Background: an optimization exercise with open tools, aiming at small area and a short achievable clock period. Do not read the settings as production practice. Function was checked by simulation only, so behaviour that the tests miss may differ from the original. Power figures rest on the tool's default switching activity, not on a simulated workload.

`config.mk`:
```
export PLATFORM = sky130hd
export DESIGN_NAME = ex_stage_top
export DESIGN_NICKNAME = ex_stage_top
export VERILOG_FILES = /design/flow/design.v
export SDC_FILE = /design/flow/constraint.sdc
export NUM_CORES = 4
export LEC_CHECK = 0
export CAP_MARGIN = 35
export CORE_MARGIN = 2
export CORE_UTILIZATION = 30
export PLACE_DENSITY = 0.45
export SETUP_SLACK_MARGIN = 0.4
export SLEW_MARGIN = 35
export SYNTH_HIERARCHICAL = 1
```
`constraint.sdc`:
```
create_clock -name core_clock -period 12.0 [get_ports {clk}]
set_input_delay 2.4000 -clock core_clock [delete_from_list [all_inputs] [get_ports {clk}]]
set_output_delay 2.4000 -clock core_clock [all_outputs]
set_load 0.01 [all_outputs]
```
`design.v`:
```
`timescale 1ns/1ps
module ex_stage_top (
	input  logic         clk,
	input  logic         rst,           
	input  logic [3:0]   dec_valid,
	input  logic [127:0] dec_pc,
	input  logic [127:0] dec_ins,
	input  logic [127:0] dec_op1,
	input  logic [127:0] dec_op2,
	input  logic [8:0]   dispatch_sel,  
	output logic [3:0]   wb_wen,
	output logic [19:0]  wb_rd,
	output logic [127:0] wb_data,
	output logic [3:0]   jump_en,
	output logic [127:0] jump_addr
);
	logic [3:0] issue;
	always_comb begin
		issue = '0;
		for (int l = 0; l < 3; l++) begin
			if (dispatch_sel[3*l +: 3] != 3'd4) issue[dispatch_sel[3*l +: 2]] = 1'b1;
		end
	end
	for (genvar t = 0; t < 4; t++) begin : g_thread
		ex_thread i_thread (
			.clk       (clk),
			.rst       (rst),
			.issue     (issue[t]),
			.dec_valid (dec_valid[t]),
			.dec_pc    (dec_pc[32*t +: 32]),
			.dec_ins   (dec_ins[32*t +: 32]),
			.dec_op1   (dec_op1[32*t +: 32]),
			.dec_op2   (dec_op2[32*t +: 32]),
			.wb_wen    (wb_wen[t]),
			.wb_rd     (wb_rd[5*t +: 5]),
			.wb_data   (wb_data[32*t +: 32]),
			.jump_en   (jump_en[t]),
			.jump_addr (jump_addr[32*t +: 32])
		);
	end
endmodule
module ex_thread (
	input  logic        clk,
	input  logic        rst,
	input  logic        issue,
	input  logic        dec_valid,
	input  logic [31:0] dec_pc,
	input  logic [31:0] dec_ins,
	input  logic [31:0] dec_op1,
	input  logic [31:0] dec_op2,
	output logic        wb_wen,
	output logic [4:0]  wb_rd,
	output logic [31:0] wb_data,
	output logic        jump_en,
	output logic [31:0] jump_addr
);
	logic [2:0]       h;
	logic [2:0]       q_v;
	logic [2:0][2:0]  q_k;
	logic [2:0][31:0] q_pc;
	logic [2:0][4:0]  q_rd;   
	logic [2:0][6:0]  q_f7;   
	logic [2:0][4:0]  q_rs1;
	logic [2:0][4:0]  q_rs2;
	logic [2:0][31:0] q_a;
	logic [2:0][31:0] q_b;
	logic        r_wen, r_jen, r_cin;
	logic [4:0]  r_rd;
	logic [31:0] r_s0, r_s1;
	logic [2:0]  r_bg, r_bp;
	logic [31:0] r_val;  
	cs_sel i_cs (
		.s0  (r_s0),
		.s1  (r_s1),
		.bg  (r_bg),
		.bp  (r_bp),
		.cin (r_cin),
		.s   (r_val)
	);
	assign wb_wen    = r_wen;
	assign wb_rd     = r_rd;
	assign wb_data   = r_val;
	assign jump_en   = r_jen;
	assign jump_addr = r_val;
	logic [2:0] m_a, m_b;
	always_comb begin
		for (int i = 0; i < 3; i++) begin
			m_a[i] = r_wen && q_rs1[i] == r_rd;
			m_b[i] = r_wen && q_rs2[i] == r_rd;
		end
	end
	logic        empty;
	logic [2:0]  hk;
	logic [31:0] hpc, ha, hb;
	logic [4:0]  hrd;
	logic [6:0]  hf7;
	logic        hma, hmb;
	always_comb begin
		hk = '0; hpc = '0; hrd = '0; hf7 = '0; ha = '0; hb = '0; hma = 1'b0; hmb = 1'b0;
		for (int i = 0; i < 3; i++) begin
			hk  = hk  | ({3{h[i]}}  & q_k[i]);
			hpc = hpc | ({32{h[i]}} & q_pc[i]);
			hrd = hrd | ({5{h[i]}}  & q_rd[i]);
			hf7 = hf7 | ({7{h[i]}}  & q_f7[i]);
			ha  = ha  | ({32{h[i]}} & q_a[i]);
			hb  = hb  | ({32{h[i]}} & q_b[i]);
			hma = hma | (h[i] & m_a[i]);
			hmb = hmb | (h[i] & m_b[i]);
		end
		empty = q_v == 3'b000;
	end
	logic [2:0]  in_k;
	logic [31:0] in_a, in_b;
	logic [31:0] e_a, e_b, e_pc;
	logic [4:0]  e_rd;
	logic [6:0]  e_f7;
	logic [6:0]  e_f;    
	logic        e_alu, e_br;
	issue_sel i_sel (
		.empty   (empty),
		.dec_ins (dec_ins),
		.dec_pc  (dec_pc),
		.dec_op1 (dec_op1),
		.dec_op2 (dec_op2),
		.r_wen   (r_wen),
		.r_rd    (r_rd),
		.r_val   (r_val),
		.hk      (hk),
		.hpc     (hpc),
		.ha      (ha),
		.hb      (hb),
		.hrd     (hrd),
		.hf7     (hf7),
		.hma     (hma),
		.hmb     (hmb),
		.in_k    (in_k),
		.in_a    (in_a),
		.in_b    (in_b),
		.e_a     (e_a),
		.e_b     (e_b),
		.e_pc    (e_pc),
		.e_rd    (e_rd),
		.e_f7    (e_f7),
		.e_f     (e_f),
		.e_alu   (e_alu),
		.e_br    (e_br)
	);
	logic        e_v, jen;
	logic [31:0] s0, s1;
	logic [2:0]  bg, bp;
	assign e_v = (!empty || dec_valid) && !r_jen;  
	alu i_alu (
		.a   (e_a),
		.b   (e_b),
		.pc  (e_pc),
		.rd  (e_rd),
		.f7  (e_f7),
		.f   (e_f),
		.s0  (s0),
		.s1  (s1),
		.bg  (bg),
		.bp  (bp),
		.br  (e_br),
		.jen (jen)
	);
	always_ff @(posedge clk) begin
		r_wen <= rst && issue && e_v && e_alu;
		r_jen <= rst && issue && e_v && jen;
		r_cin <= e_f[1];
		r_rd  <= e_rd;
		r_s0  <= s0;
		r_s1  <= s1;
		r_bg  <= bg;
		r_bp  <= bp;
	end
	logic       dup, shift, store, flush;
	logic [2:0] s_v, h_n, tail;
	always_comb begin
		dup = 1'b0;
		for (int i = 0; i < 3; i++) begin
			if (q_v[i] && q_pc[i] == dec_pc) dup = 1'b1;
		end
		shift = issue && !empty;
		s_v   = shift ? (q_v & ~h) : q_v;         
		h_n   = shift ? {h[1:0], h[2]} : h;
		for (int i = 0; i < 3; i++) begin
			tail[i] = (s_v == 3'b000) ? h_n[i] : (!s_v[i] && s_v[(i+2)%3]);
		end
		store = dec_valid && !dup && !(issue && empty);
		flush = !rst || r_jen;
	end
	always_ff @(posedge clk) begin
		h   <= !rst ? 3'b001 : h_n;
		q_v <= flush ? 3'b000 : (s_v | ({3{store}} & tail));
	end
	for (genvar i = 0; i < 3; i++) begin : g_entry
		logic ld, fa, fb, ha_, hb_;
		assign ld  = !s_v[i];
		assign fa  = s_v[i] && m_a[i];
		assign fb  = s_v[i] && m_b[i];
		assign ha_ = s_v[i] && !m_a[i];
		assign hb_ = s_v[i] && !m_b[i];
		always_ff @(posedge clk) begin
			if (ld) begin
				q_k[i]   <= in_k;
				q_pc[i]  <= dec_pc;
				q_rd[i]  <= dec_ins[11:7];
				q_f7[i]  <= dec_ins[31:25];
				q_rs1[i] <= dec_ins[19:15];
				q_rs2[i] <= dec_ins[24:20];
			end
			q_a[i] <= ({32{ld}} & in_a) | ({32{fa}} & r_val) | ({32{ha_}} & q_a[i]);
			q_b[i] <= ({32{ld}} & in_b) | ({32{fb}} & r_val) | ({32{hb_}} & q_b[i]);
		end
	end
endmodule
module issue_sel (
	input  logic        empty,
	input  logic [31:0] dec_ins,
	input  logic [31:0] dec_pc,
	input  logic [31:0] dec_op1,
	input  logic [31:0] dec_op2,
	input  logic        r_wen,
	input  logic [4:0]  r_rd,
	input  logic [31:0] r_val,
	input  logic [2:0]  hk,
	input  logic [31:0] hpc,
	input  logic [31:0] ha,
	input  logic [31:0] hb,
	input  logic [4:0]  hrd,
	input  logic [6:0]  hf7,
	input  logic        hma,
	input  logic        hmb,
	output logic [2:0]  in_k,
	output logic [31:0] in_a,
	output logic [31:0] in_b,
	output logic [31:0] e_a,
	output logic [31:0] e_b,
	output logic [31:0] e_pc,
	output logic [4:0]  e_rd,
	output logic [6:0]  e_f7,
	output logic [6:0]  e_f,    
	output logic        e_alu,  
	output logic        e_br    
);
	logic [6:0] opc, f7;
	logic [2:0] f3, k;
	logic       ma, mb;
	assign opc = dec_ins[6:0];
	assign f3  = dec_ins[14:12];
	assign f7  = dec_ins[31:25];
	always_comb begin
		in_k = 3'd0;
		if (opc == 7'b0110011 && dec_ins[11:7] != 5'd0) begin
			case ({f7, f3})
				{7'h00, 3'b000}: in_k = 3'd1;
				{7'h20, 3'b000}: in_k = 3'd2;
				{7'h00, 3'b100}: in_k = 3'd3;
				{7'h00, 3'b110}: in_k = 3'd4;
				{7'h00, 3'b111}: in_k = 3'd5;
				default:         in_k = 3'd0;
			endcase
		end else if (opc == 7'b1100011) begin
			if (f3 == 3'b000) in_k = 3'd6;
			else if (f3 == 3'b001) in_k = 3'd7;
		end
	end
	assign in_a = (r_wen && dec_ins[19:15] == r_rd) ? r_val : dec_op1;
	assign in_b = (r_wen && dec_ins[24:20] == r_rd) ? r_val : dec_op2;
	always_comb begin
		if (!empty) begin
			k    = hk;
			e_pc = hpc;
			e_rd = hrd;
			e_f7 = hf7;
			e_a  = hma ? r_val : ha;
			e_b  = hmb ? r_val : hb;
		end else begin
			k    = in_k;
			e_pc = dec_pc;
			e_rd = dec_ins[11:7];
			e_f7 = f7;
			e_a  = in_a;
			e_b  = in_b;
		end
		if (!empty) begin
			e_f[0] = k == 3'd1 || k == 3'd2;
			e_f[1] = k == 3'd2;
			e_f[2] = k == 3'd3;
			e_f[3] = k == 3'd4;
			e_f[4] = k == 3'd5;
			e_f[5] = k == 3'd6 || k == 3'd7;
			e_f[6] = k[0];
		end else begin
			e_f[0] = !opc[6] && !f3[2];
			e_f[1] = f7[5] && !opc[6];
			e_f[2] = !opc[6] && f3[2] && !f3[1];
			e_f[3] = !opc[6] && f3[2] && f3[1] && !f3[0];
			e_f[4] = !opc[6] && f3[2] && f3[1] && f3[0];
			e_f[5] = opc[6];
			e_f[6] = f3[0];
		end
		e_alu = k != 3'd0 && !(k[2] && k[1]);
		e_br  = k[2] && k[1];
	end
endmodule
module alu (
	input  logic [31:0] a,
	input  logic [31:0] b,
	input  logic [31:0] pc,
	input  logic [4:0]  rd,
	input  logic [6:0]  f7,
	input  logic [6:0]  f,   
	input  logic        br,  
	output logic [31:0] s0,
	output logic [31:0] s1,
	output logic [2:0]  bg,
	output logic [2:0]  bp,
	output logic        jen
);
	logic [31:0] bx, p, g, x, lr, imm, ts0, ts1;
	logic [3:0]  tbg, tbp;
	always_comb begin
		imm = {{20{f7[6]}}, rd[0], f7[5:0], rd[4:1], 1'b0};
		bx  = b ^ {32{f[1]}};
		p   = f[5] ? (pc ^ imm) : (a ^ bx);
		g   = f[5] ? (pc & imm) : (a & bx);
		x   = a ^ b;
		lr  = ({32{f[2]}} & x) | ({32{f[3]}} & (a | b)) | ({32{f[4]}} & a & b);
		jen = br && ((x == 32'd0) ^ f[6]);
	end
	for (genvar k = 0; k < 4; k++) begin : g_blk
		blk_add i_blk (
			.p  (p[8*k +: 8]),
			.g  (g[8*k +: 8]),
			.s0 (ts0[8*k +: 8]),
			.s1 (ts1[8*k +: 8]),
			.bg (tbg[k]),
			.bp (tbp[k])
		);
	end
	always_comb begin
		s0 = ({32{f[0] | f[5]}} & ts0) | lr;
		s1 = ({32{f[0] | f[5]}} & ts1) | lr;
		bg = {3{f[0] | f[5]}} & tbg[2:0];
		bp = {3{f[0] | f[5]}} & tbp[2:0];
	end
endmodule
module blk_add (
	input  logic [7:0] p,
	input  logic [7:0] g,
	output logic [7:0] s0,
	output logic [7:0] s1,
	output logic       bg,
	output logic       bp
);
	always_comb begin
		logic [7:0] gg, pp;
		gg = g;
		pp = p;
		for (int d = 1; d < 8; d = d * 2) begin
			for (int i = 7; i >= d; i--) begin
				gg[i] = gg[i] | (pp[i] & gg[i-d]);
				pp[i] = pp[i] & pp[i-d];
			end
		end
		s0 = p ^ {gg[6:0], 1'b0};
		s1 = p ^ {gg[6:0] | pp[6:0], 1'b1};
		bg = gg[7];
		bp = pp[7];
	end
endmodule
module cs_sel (
	input  logic [31:0] s0,
	input  logic [31:0] s1,
	input  logic [2:0]  bg,
	input  logic [2:0]  bp,
	input  logic        cin,
	output logic [31:0] s
);
	logic [3:0] c;
	always_comb begin
		c[0] = cin;
		c[1] = bg[0] | (bp[0] & cin);
		c[2] = bg[1] | (bp[1] & bg[0]) | (bp[1] & bp[0] & cin);
		c[3] = bg[2] | (bp[2] & bg[1]) | (bp[2] & bp[1] & bg[0]) | (bp[2] & bp[1] & bp[0] & cin);
		for (int k = 0; k < 4; k++) s[8*k +: 8] = c[k] ? s1[8*k +: 8] : s0[8*k +: 8];
	end
endmodule
```
`flow/run.sh`:
```
#!/bin/bash
# Standard synthesis, then the standard flow's own layout with two changes: port buffers
# of a plain buffer cell (not the slow delay buffer buffer_ports picks by
# itself), and timing repair aimed at a tighter setup margin.
set -euo pipefail
bash standard.sh synth > synth.log 2>&1
bash standard.sh finish SETUP_SLACK_MARGIN=7.0 "BUFFER_PORTS_ARGS=-buffer_cell sky130_fd_sc_hd__buf_2" > layout.log 2>&1
```
`standard.sh`:
```
#!/bin/bash
# synth_recipe.tcl (not shown) runs the flow's synth.tcl, then flattens the netlist and writes it again
# the make line also repeats each setting of config.mk as NAME=value (left out here)
make -C /OpenROAD-flow-scripts/flow DESIGN_CONFIG=/design/flow/config.mk WORK_HOME=/design/flow/orfs CLKGATE_MAP_FILE= SYNTH_SCRIPT=/design/flow/synth_recipe.tcl "${@:-finish}"
```
==> impl_metrics.csv, run 1 <==
group,metric,value,unit
route,vias_per_cell,5.244,
sta,slew_violations,0,
finish,layout_commonest_cell,"nand2_1",
synth,yosysWarnings,12,
sta,period_minus_slack,5.206,ns
placement,portBuffers,810,
floorplanning,fp.coreArea,375500,sq um
global_route,grt_overflow_total,0,
cts,cts_root_buffer,"clkbuf_16",
pwr,power,37.92,mW
synth,avgSynthCellArea,9.886,sq um
sta,finalSetupViolCount,0,
sta,relSlewSlack,35.48,%
placement,dp_cells,16440,
route,first_pass_iters,13,
floorplanning,die_h,618.1,um
worst_setup_path,cp-start-kind,"input pin",
global_route,grt_pass1_vias,87948,
global_route,grt_start_max_net_pins,127,
placement,dp_slack,4.760,ns
worst_setup_path,worstSetupPathType,"in -> reg",
hold_path,hold_path_class,"reg -> reg",
cts,clock_sinks,1788,
placement,dp_hpwl,275100,um
worst_setup_path,worstSetupEndpointType,"register",
sta,layout_setup_ws,6.794,ns
sta,fin_skew,0.06642,ns
synth,synth_nets,12367,
placement,placed_area,119000,sq um
job,drv_cap,0,
cts,cts_buffers,225,
cts,cts.htree.levels,4,
worst_setup_path,reg2reg_from,"g_thread[2].i_thread.r_rd[4]$_DFF_P_",
pwr,ir_worst_vdd,0.1925,mV
finish,drive_gt1_share,24.16,%
worst_setup_path,cp-startpoint,"dec_ins[54]",
pwr,power_density,287.3,nW/um^2
synth,synth.cell_area,113100,sq um
hold_path,hp-start,"g_thread[2].i_thread.q_b[12]$_DFF_P_",
worst_setup_path,rrSetupSlack,7.06,ns
finish,finish.utilization,35.15,%
floorplanning,dieArea,382100,sq um
cts,cts.path.max_buffers,4,
pwr,power_leakage,56.34,nW
route,drt_wl_total,423300,um
worst_setup_path,arrival,6.04,ns
global_route,track_usage,21.02,%
floorplanning,ioPinCount,811,
global_route,grt_pass1_wl,608300,um
finish,fin_area,132000,sq um
placement,gp_congestion,0.8383,
worst_setup_path,r2r-end,"g_thread[2].i_thread.r_s0[6]$_DFF_P_",
worst_setup_path,crit_required,12.83,ns
floorplanning,die_width,618.1,um
finish,most-common-layout-cells,"nand2_1 (1,211), dfxtp_1 (1,068), mux2i_1 (1,036)",
cts,clk_pin_slew,0.06,ns
worst_setup_path,critical_path.max_fanout,8,
global_route,antenna_found_initial,80,
sta,setup_tns,0,ns
route,routedWlPerCell,24.61,um
route,ant_nets,0,
route,drc_errors,0,
sta,rsz0062_at_grt,"true",
floorplanning,rows,225,
cts,tritoncts,"built",
status,status,"no timing/DRC/antenna violations",
worst_setup_path,setup.worst_path.end,"g_thread[1].i_thread.r_s1[31]$_DFF_P_",
sta,holdWs,0.5218,ns
worst_setup_path,reg2reg_depth,19,
finish,syn2layout_area_growth,16.66,%
sta,hold_violations,0,
cts,insertion_delay,0.93,ns
finish,layout.nets,12896,
route,vias,90200,
sta,max_freq,192.1,MHz
floorplanning,start_util,30.13,%
sta,fin_crit_sh,43.38,%
cts,cts_hold_buf,0,
finish,layout.cells.non_filler,17201,
synth,syn_inst,11444,
sta,worst_slew_pin_slew,0.9678,ns
route,drt_iter0_drc,8272,
power breakdown:
| part | switching, mW | internal [mW] |
|---|---|---|
| Clock | 2.93 | 4.03 |
| Sequential | 0.878 | 7.91 |
| Combinational | 13.0 | 9.19 |
area by class of cell:
cell class / instances / area (sq um)
antenna: 46 / 115.1
clock buffer: 321 / 6439
clock inverter: 94 / 1018
fill: 38019 / 243600
inverter: 915 / 3546
multi-input combinational: 7810 / 63310
sequential: 1788 / 42740
tap: 4994 / 6248
timing repair buffer: 1233 / 8579
layer usage:
metal	vias up	part of all wire, %	track usage, %
li1	41892	-	-
met1	44698	44	28.10
met2	2919	47	35.33
met3	655	5.5	2.564
met4	36	3.0	6.145
met5	-	0.060	0
flip-flops by register name, indices dropped and copies added (netlist names):
| name | count |
|---|---|
| g_thread.i_thread.r_s0 | 128 |
| g_thread.i_thread.r_s1 | 128 |
| g_thread.i_thread.q_k | 36 |
| g_thread.i_thread.q_rd | 60 |
| g_thread.i_thread.r_rd | 20 |
| g_thread.i_thread.r_bp | 12 |
| g_thread.i_thread.q_v | 12 |
| g_thread.i_thread.r_cin | 4 |
| g_thread.i_thread.q_rs2 | 60 |
| g_thread.i_thread.q_b | 384 |
| g_thread.i_thread.q_f7 | 84 |
| g_thread.i_thread.r_jen | 4 |
| g_thread.i_thread.r_bg | 12 |
| g_thread.i_thread.q_rs1 | 60 |
| g_thread.i_thread.h | 12 |
| g_thread.i_thread.r_wen | 4 |
| g_thread.i_thread.q_pc | 384 |
| g_thread.i_thread.q_a | 384 |
worst min path at each step:
| stage | end | slack, ns | cells past startpoint |
|---|---|---|---|
| finish | g_thread[2].i_thread.q_b[12]$_DFF_P_ | 0.52 | 2 |
| global route | g_thread[3].i_thread.q_b[72]$_DFF_P_ | 0.54 | 2 |
| CTS | g_thread[1].i_thread.q_a[2]$_DFF_P_ | 0.53 | 2 |
| detailed placement | g_thread[3].i_thread.q_a[70]$_DFF_P_ | 0.51 | 2 |
| global placement | g_thread[0].i_thread.q_b[15]$_DFF_P_ | 0.50 | 2 |
| floorplan | g_thread[0].i_thread.q_a[66]$_DFF_P_ | 0.49 | 2 |
critical path, cell delays in order:
cell and delay (ns):
buf_8 0.10, xor2_2 0.15, nor4_2 0.32, and3_4 0.36, buf_6 0.15, buf_16 0.16, buf_12 0.12, mux2_4 0.30
a21o_1 0.21, xor2_1 0.19, ha_2 0.31, mux2_4 0.31, o211ai_4 0.20, a21o_1 0.19, nand2_2 0.07, o311ai_2 0.28
nand2_1 0.08, nand3_1 0.10
repair_timing:
item,in CTS,in global routing
pin swaps,99,174
setup buffers,138,142
cloned,14,5
endpoints found under the setup margin,442,163
resized for setup,321,217
==> run 2: changes to the inputs <==
--- a/design.v
+++ b/design.v
@@ -65,17 +65,9 @@
 	logic [2:0][31:0] q_a;
 	logic [2:0][31:0] q_b;
-	logic        r_wen, r_jen, r_cin;
+	logic        r_wen, r_jen, r_c16;
 	logic [4:0]  r_rd;
-	logic [31:0] r_s0, r_s1;
-	logic [2:0]  r_bg, r_bp;
+	logic [15:0] r_lo, r_h0, r_h1;
 	logic [31:0] r_val;  
-	cs_sel i_cs (
-		.s0  (r_s0),
-		.s1  (r_s1),
-		.bg  (r_bg),
-		.bp  (r_bp),
-		.cin (r_cin),
-		.s   (r_val)
-	);
+	assign r_val = {r_c16 ? r_h1 : r_h0, r_lo};
 	assign wb_wen    = r_wen;
 	assign wb_rd     = r_rd;
@@ -146,7 +138,6 @@
 		.e_br    (e_br)
 	);
-	logic        e_v, jen;
-	logic [31:0] s0, s1;
-	logic [2:0]  bg, bp;
+	logic        e_v, jen, c16;
+	logic [15:0] lo, h0, h1;
 	assign e_v = (!empty || dec_valid) && !r_jen;  
 	alu i_alu (
@@ -157,9 +148,9 @@
 		.f7  (e_f7),
 		.f   (e_f),
-		.s0  (s0),
-		.s1  (s1),
-		.bg  (bg),
-		.bp  (bp),
 		.br  (e_br),
+		.lo  (lo),
+		.c16 (c16),
+		.h0  (h0),
+		.h1  (h1),
 		.jen (jen)
 	);
@@ -167,10 +158,9 @@
 		r_wen <= rst && issue && e_v && e_alu;
 		r_jen <= rst && issue && e_v && jen;
-		r_cin <= e_f[1];
 		r_rd  <= e_rd;
-		r_s0  <= s0;
-		r_s1  <= s1;
-		r_bg  <= bg;
-		r_bp  <= bp;
+		r_lo  <= lo;
+		r_c16 <= c16;
+		r_h0  <= h0;
+		r_h1  <= h1;
 	end
 	logic       dup, shift, store, flush;
@@ -313,15 +303,17 @@
 	input  logic [6:0]  f,   
 	input  logic        br,  
-	output logic [31:0] s0,
-	output logic [31:0] s1,
-	output logic [2:0]  bg,
-	output logic [2:0]  bp,
+	output logic [15:0] lo,
+	output logic        c16,
+	output logic [15:0] h0,
+	output logic [15:0] h1,
 	output logic        jen
 );
-	logic [31:0] bx, p, g, x, lr, imm, ts0, ts1;
-	logic [3:0]  tbg, tbp;
+	logic [31:0] bx, p, g, x, lr, imm;
+	logic [15:0] ls0, ls1, hs0, hs1;
+	logic        lbp, hbg, hbp, cin, sel;
 	always_comb begin
 		imm = {{20{f7[6]}}, rd[0], f7[5:0], rd[4:1], 1'b0};
 		bx  = b ^ {32{f[1]}};
+		cin = f[1] && !f[5];
 		p   = f[5] ? (pc ^ imm) : (a ^ bx);
 		g   = f[5] ? (pc & imm) : (a & bx);
@@ -330,60 +322,49 @@
 		jen = br && ((x == 32'd0) ^ f[6]);
 	end
-	for (genvar k = 0; k < 4; k++) begin : g_blk
-		blk_add i_blk (
-			.p  (p[8*k +: 8]),
-			.g  (g[8*k +: 8]),
-			.s0 (ts0[8*k +: 8]),
-			.s1 (ts1[8*k +: 8]),
-			.bg (tbg[k]),
-			.bp (tbp[k])
-		);
-	end
+	add16 i_lo (
+		.p  (p[15:0]),
+		.g  ({g[15:1], g[0] | (p[0] & cin)}),
+		.s0 (ls0),
+		.s1 (ls1),
+		.bg (c16),
+		.bp (lbp)
+	);
+	add16 i_hi (
+		.p  (p[31:16]),
+		.g  (g[31:16]),
+		.s0 (hs0),
+		.s1 (hs1),
+		.bg (hbg),
+		.bp (hbp)
+	);
 	always_comb begin
-		s0 = ({32{f[0] | f[5]}} & ts0) | lr;
-		s1 = ({32{f[0] | f[5]}} & ts1) | lr;
-		bg = {3{f[0] | f[5]}} & tbg[2:0];
-		bp = {3{f[0] | f[5]}} & tbp[2:0];
+		sel = f[0] || f[5];
+		lo  = ({16{sel}} & {ls0[15:1], p[0] ^ cin}) | lr[15:0];
+		h0  = ({16{sel}} & hs0) | lr[31:16];
+		h1  = ({16{sel}} & hs1) | lr[31:16];
 	end
 endmodule
-module blk_add (
-	input  logic [7:0] p,
-	input  logic [7:0] g,
-	output logic [7:0] s0,
-	output logic [7:0] s1,
-	output logic       bg,
-	output logic       bp
+module add16 (
+	input  logic [15:0] p,
+	input  logic [15:0] g,
+	output logic [15:0] s0,
+	output logic [15:0] s1,
+	output logic        bg,
+	output logic        bp
 );
 	always_comb begin
-		logic [7:0] gg, pp;
+		logic [15:0] gg, pp;
 		gg = g;
 		pp = p;
-		for (int d = 1; d < 8; d = d * 2) begin
-			for (int i = 7; i >= d; i--) begin
+		for (int d = 1; d < 16; d = d * 2) begin
+			for (int i = 15; i >= d; i--) begin
 				gg[i] = gg[i] | (pp[i] & gg[i-d]);
 				pp[i] = pp[i] & pp[i-d];
 			end
 		end
-		s0 = p ^ {gg[6:0], 1'b0};
-		s1 = p ^ {gg[6:0] | pp[6:0], 1'b1};
-		bg = gg[7];
-		bp = pp[7];
-	end
-endmodule
-module cs_sel (
-	input  logic [31:0] s0,
-	input  logic [31:0] s1,
-	input  logic [2:0]  bg,
-	input  logic [2:0]  bp,
-	input  logic        cin,
-	output logic [31:0] s
-);
-	logic [3:0] c;
-	always_comb begin
-		c[0] = cin;
-		c[1] = bg[0] | (bp[0] & cin);
-		c[2] = bg[1] | (bp[1] & bg[0]) | (bp[1] & bp[0] & cin);
-		c[3] = bg[2] | (bp[2] & bg[1]) | (bp[2] & bp[1] & bg[0]) | (bp[2] & bp[1] & bp[0] & cin);
-		for (int k = 0; k < 4; k++) s[8*k +: 8] = c[k] ? s1[8*k +: 8] : s0[8*k +: 8];
+		s0 = p ^ {gg[14:0], 1'b0};
+		s1 = p ^ {gg[14:0] | pp[14:0], 1'b1};
+		bg = gg[15];
+		bp = pp[15];
 	end
 endmodule
==> run 2 against run 1 <==
Still clean. Clock power decreased by 3.3%. Via count fell by 3.3%. Non-clock buffer count up 158. First-iteration DRC count fell by 5.6%. Setup slack got worse by 0.23 ns. Critical path depth grew 3. Clock-buffer cell count decreased by 15. Cell area fell by 2.3%. Largest cell class unchanged.
==> impl_metrics.csv, run 2 <==
group,metric,value,unit
floorplanning,rows,220,
pwr,power_density,289.8,nW/um^2
sta,setup_tns,0,ns
synth,syn_inst,10856,
hold_path,hp-start,"g_thread[0].i_thread.q_b[73]$_DFF_P_",
status,status,"no timing/DRC/antenna violations",
route,wl_met2,196100,um
sta,max_freq,183.8,MHz
placement,dp_cells,15640,
finish,most-common-layout-cells,"nand2_1 (1,088), mux2i_1 (1,036), dfxtp_1 (988)",
hold_path,min_to,"g_thread[0].i_thread.q_b[73]$_DFF_P_",
finish,fin_area,128900,sq um
finish,regArea,40940,sq um
route,drt_iter0_drc,7806,
synth,synth_nets,11775,
sta,finalSetupViolCount,0,
finish,nFillCells,35826,
route,vias,87195,
route,ant_nets,0,
route,drc_errors,0,
pwr,p_seq_share,23.4,%
worst_setup_path,reg2reg_from,"g_thread[3].i_thread.h[1]$_SDFF_PN0_",
finish,layout.nets,12464,
worst_setup_path,cp-start-kind,"input pin",
floorplanning,ioPinCount,811,
finish,syn2layout_area_growth,19.38,%
finish,layout.cells.non_filler,16530,
finish,drive_gt1_share,26.69,%
synth,synth.cell_area,108000,sq um
synth,avgSynthCellArea,9.945,sq um
floorplanning,dieArea,364700,sq um
cts,tritoncts,"built",
worst_setup_path,crit_path_cell_trace,"buf_8 -> xor2_2 -> nor4_2 -> and3_4 -> buf_16 -> mux2_4 -> a21o_1 -> xor2_1 -> ha_1 -> mux2_4 -> ha_4 -> a21o_1 -> ha_4 -> nor2_4 -> nor2_2 -> nor2_2 -> buf_6 -> o21ai_4 -> xor2_2 -> a222oi_1 -> nand2_1",
worst_setup_path,r2r-end,"g_thread[3].i_thread.r_lo[14]$_DFF_P_",
worst_setup_path,crit_family,"simple AND/OR/NAND/NOR gates",
cts,cts.htree.levels,4,
sta,fin_skew,0.08137,ns
worst_setup_path,critical_path.max_fanout,6,
sta,fin_crit_sh,45.34,%
sta,slew_violations,0,
job,drv_cap,0,
floorplanning,fp.coreArea,358700,sq um
route,wl_met1,180200,um
route,dr_wl_met3,22260,um
global_route,grt_start_max_net_pins,119,
worst_setup_path,crit_required,12.80,ns
sta,hold_violations,0,
pwr,internal_power,20.74,mW
worst_setup_path,worstSetupPathType,"in -> reg",
global_route,track_usage,21.59,%
cts,cts_hold_buf,0,
route,drt_wl_total,412900,um
worst_setup_path,reg2reg_depth,21,
sta,period_minus_slack,5.440,ns
pwr,comb_power_share,58.6,%
route,first_pass_iters,8,
worst_setup_path,worstSetupEndpointType,"register",
placement,dp_hpwl,272400,um
sta,relSlewSlack,35.34,%
global_route,grt_pass1_wl,595500,um
pwr,switching_share,44.49,%
cts,clk_pin_slew,0.05,ns
cts,insertion_delay,0.93,ns
floorplanning,die_width,603.9,um
floorplanning,start_util,30.10,%
finish,top_regs,"g_thread.i_thread.q_a: 384 flops, g_thread.i_thread.q_b: 384 flops, g_thread.i_thread.q_pc: 384 flops",
global_route,antenna_found_initial,102,
worst_setup_path,crit_buf_inv,3,
worst_setup_path,rrSetupSlack,6.69,ns
global_route,grt_pass1_vias,85901,
pwr,power_leakage,54.85,nW
route,routedWlPerCell,24.98,um
hold_path,hold_depth,2,
finish,layout_commonest_cell,"nand2_1",
placement,gp_congestion,0.8566,
cts,cts_buffers,216,
synth,yosysWarnings,11,
worst_setup_path,crit_path_max_incr_delay,0.33,ns
sta,worst_slew_pin_slew,0.9699,ns
placement,placed_area,113500,sq um
cts,cts_root_buffer,"clkbuf_16",
sta,rsz0062_at_grt,"true",
cts,clock_sinks,1700,
finish,multi_input_area,61190,sq um
pwr,ir_worst_vdd,0.2082,mV
floorplanning,die_h,603.9,um
worst_setup_path,cpMaxStageDelayCell,"nor4_2",
hold_path,hold_path_class,"reg -> reg",
global_route,grt_overflow_total,0,
pwr,clockPowerShare,18.0,%
worst_setup_path,arrival,6.24,ns
route,vias_per_cell,5.275,
placement,portBuffers,810,
route,highest_layer,"met5",
pwr,p_sw,16.62,mW
cts,cts.path.max_buffers,4,
run 2: changes by cell type in the layout (fill, tap and decap cells not counted), sizes merged, moves of 40 or more:
cell    change
a222oi     +64
a22oi      -76
and2       -40
buf       +159
dfxtp      -88
nand2     -108
nand3     -164
nor2       -96
o21ai      +88
xnor2     -180
xor2      +192
run 2: through the flow:
| stage | setup WS, ns | power (mW) | utilization, % | hold WS [ns] |
|---|---|---|---|---|
| floorplan | 6.280 | 22.23 | - | 0.4890 |
| global placement | 4.714 | 26.43 | 31.63 | 0.4999 |
| detailed placement | 4.774 | 26.65 | 31.66 | 0.5097 |
| CTS | 6.610 | 35.90 | 35.10 | 0.5269 |
| global route | 6.416 | 39.78 | 35.93 | 0.5394 |
| finish | 6.560 | 37.36 | 35.94 | 0.5218 |
run 2: cell type report:
type / instances / share of cell area (%)
Tap cell: 4773 / 4.633
Multi-Input combinational cell: 7361 / 47.48
Clock inverter: 88 / 0.8455
Timing Repair Buffer: 1391 / 7.824
Clock buffer: 306 / 4.761
Antenna cell: 36 / 0.06989
Sequential cell: 1700 / 31.77
Inverter: 875 / 2.624
run 2: worst max path at each step:
stage,from,to,cells past startpoint
after floorplan,dec_ins[21],g_thread[0].i_thread.r_lo[10]$_DFF_P_,19
after global placement,dec_ins[85],g_thread[2].i_thread.r_lo[8]$_DFF_P_,20
after detailed placement,dec_ins[117],g_thread[3].i_thread.r_lo[14]$_DFF_P_,20
after CTS,dec_ins[118],g_thread[3].i_thread.r_lo[14]$_DFF_P_,20
after global routing,dec_ins[53],g_thread[1].i_thread.r_lo[14]$_DFF_P_,21
final,dec_ins[53],g_thread[1].i_thread.r_lo[14]$_DFF_P_,21
run 2: metal layers:
layer	track usage (%)	vias to the layer above
li1	-	40332
met1	28.52	43361
met2	36.29	2807
met3	2.652	657
met4	7.228	38
met5	0	-
run 2: worst min-delay path: cells and delay by family, from the launching register on:
family | cells | cell delay [ns]
AO/OA/AOI/OAI | 1 | 0.10
flip-flops | 1 | 0.32
multiplexers | 1 | 0.06
run 2: timing repair:
item	CTS	global route
buffers inserted	281	159
resized for setup	484	303
setup endpoints to repair	216	186
pin swaps	205	262
cloned	15	3
run 2: power by group through the flow:
stage	sequential [mW]	combinational, mW	clock, mW
after CTS	8.75	20.2	6.91
after detailed placement	8.87	17.8	0
after global placement	8.79	17.6	0
after global routing	8.89	23.8	7.12
final	8.73	21.9	6.73
after floorplan	8.28	13.9	0

==> static timing again, ports no longer ideal <==
Ports are ideal in the flow. The routed layouts listed here were re-timed in OpenROAD.
Step 1 sets driving cells, clkbuf_16 on the clock port and buf_2 on the other inputs (assumed; they add their load-dependent delay and slew).
Step 2 times the ports against the registers' clock, not the clock port: input delays grow and output delays shrink by t, the midpoint of the rising clock arrivals with the driver on.
Slacks: ideal ports / drivers / drivers and shift; pairs: ideal ports / drivers.
run	t, ns	slack for setup (ns)	hold slack, ns	worst slew at a driven data input, ns
run 1	1.004	6.794 / 6.849 / 5.845	0.522 / 0.522 / 0.522	0.37
run 2	0.986	6.560 / 6.607 / 5.621	0.522 / 0.522 / 0.522	0.32
After both steps setup and hold are still met in every run listed. The setup slack of run 1, which loses most, moves by +0.055 ns with the drivers and by -0.949 ns with both steps.
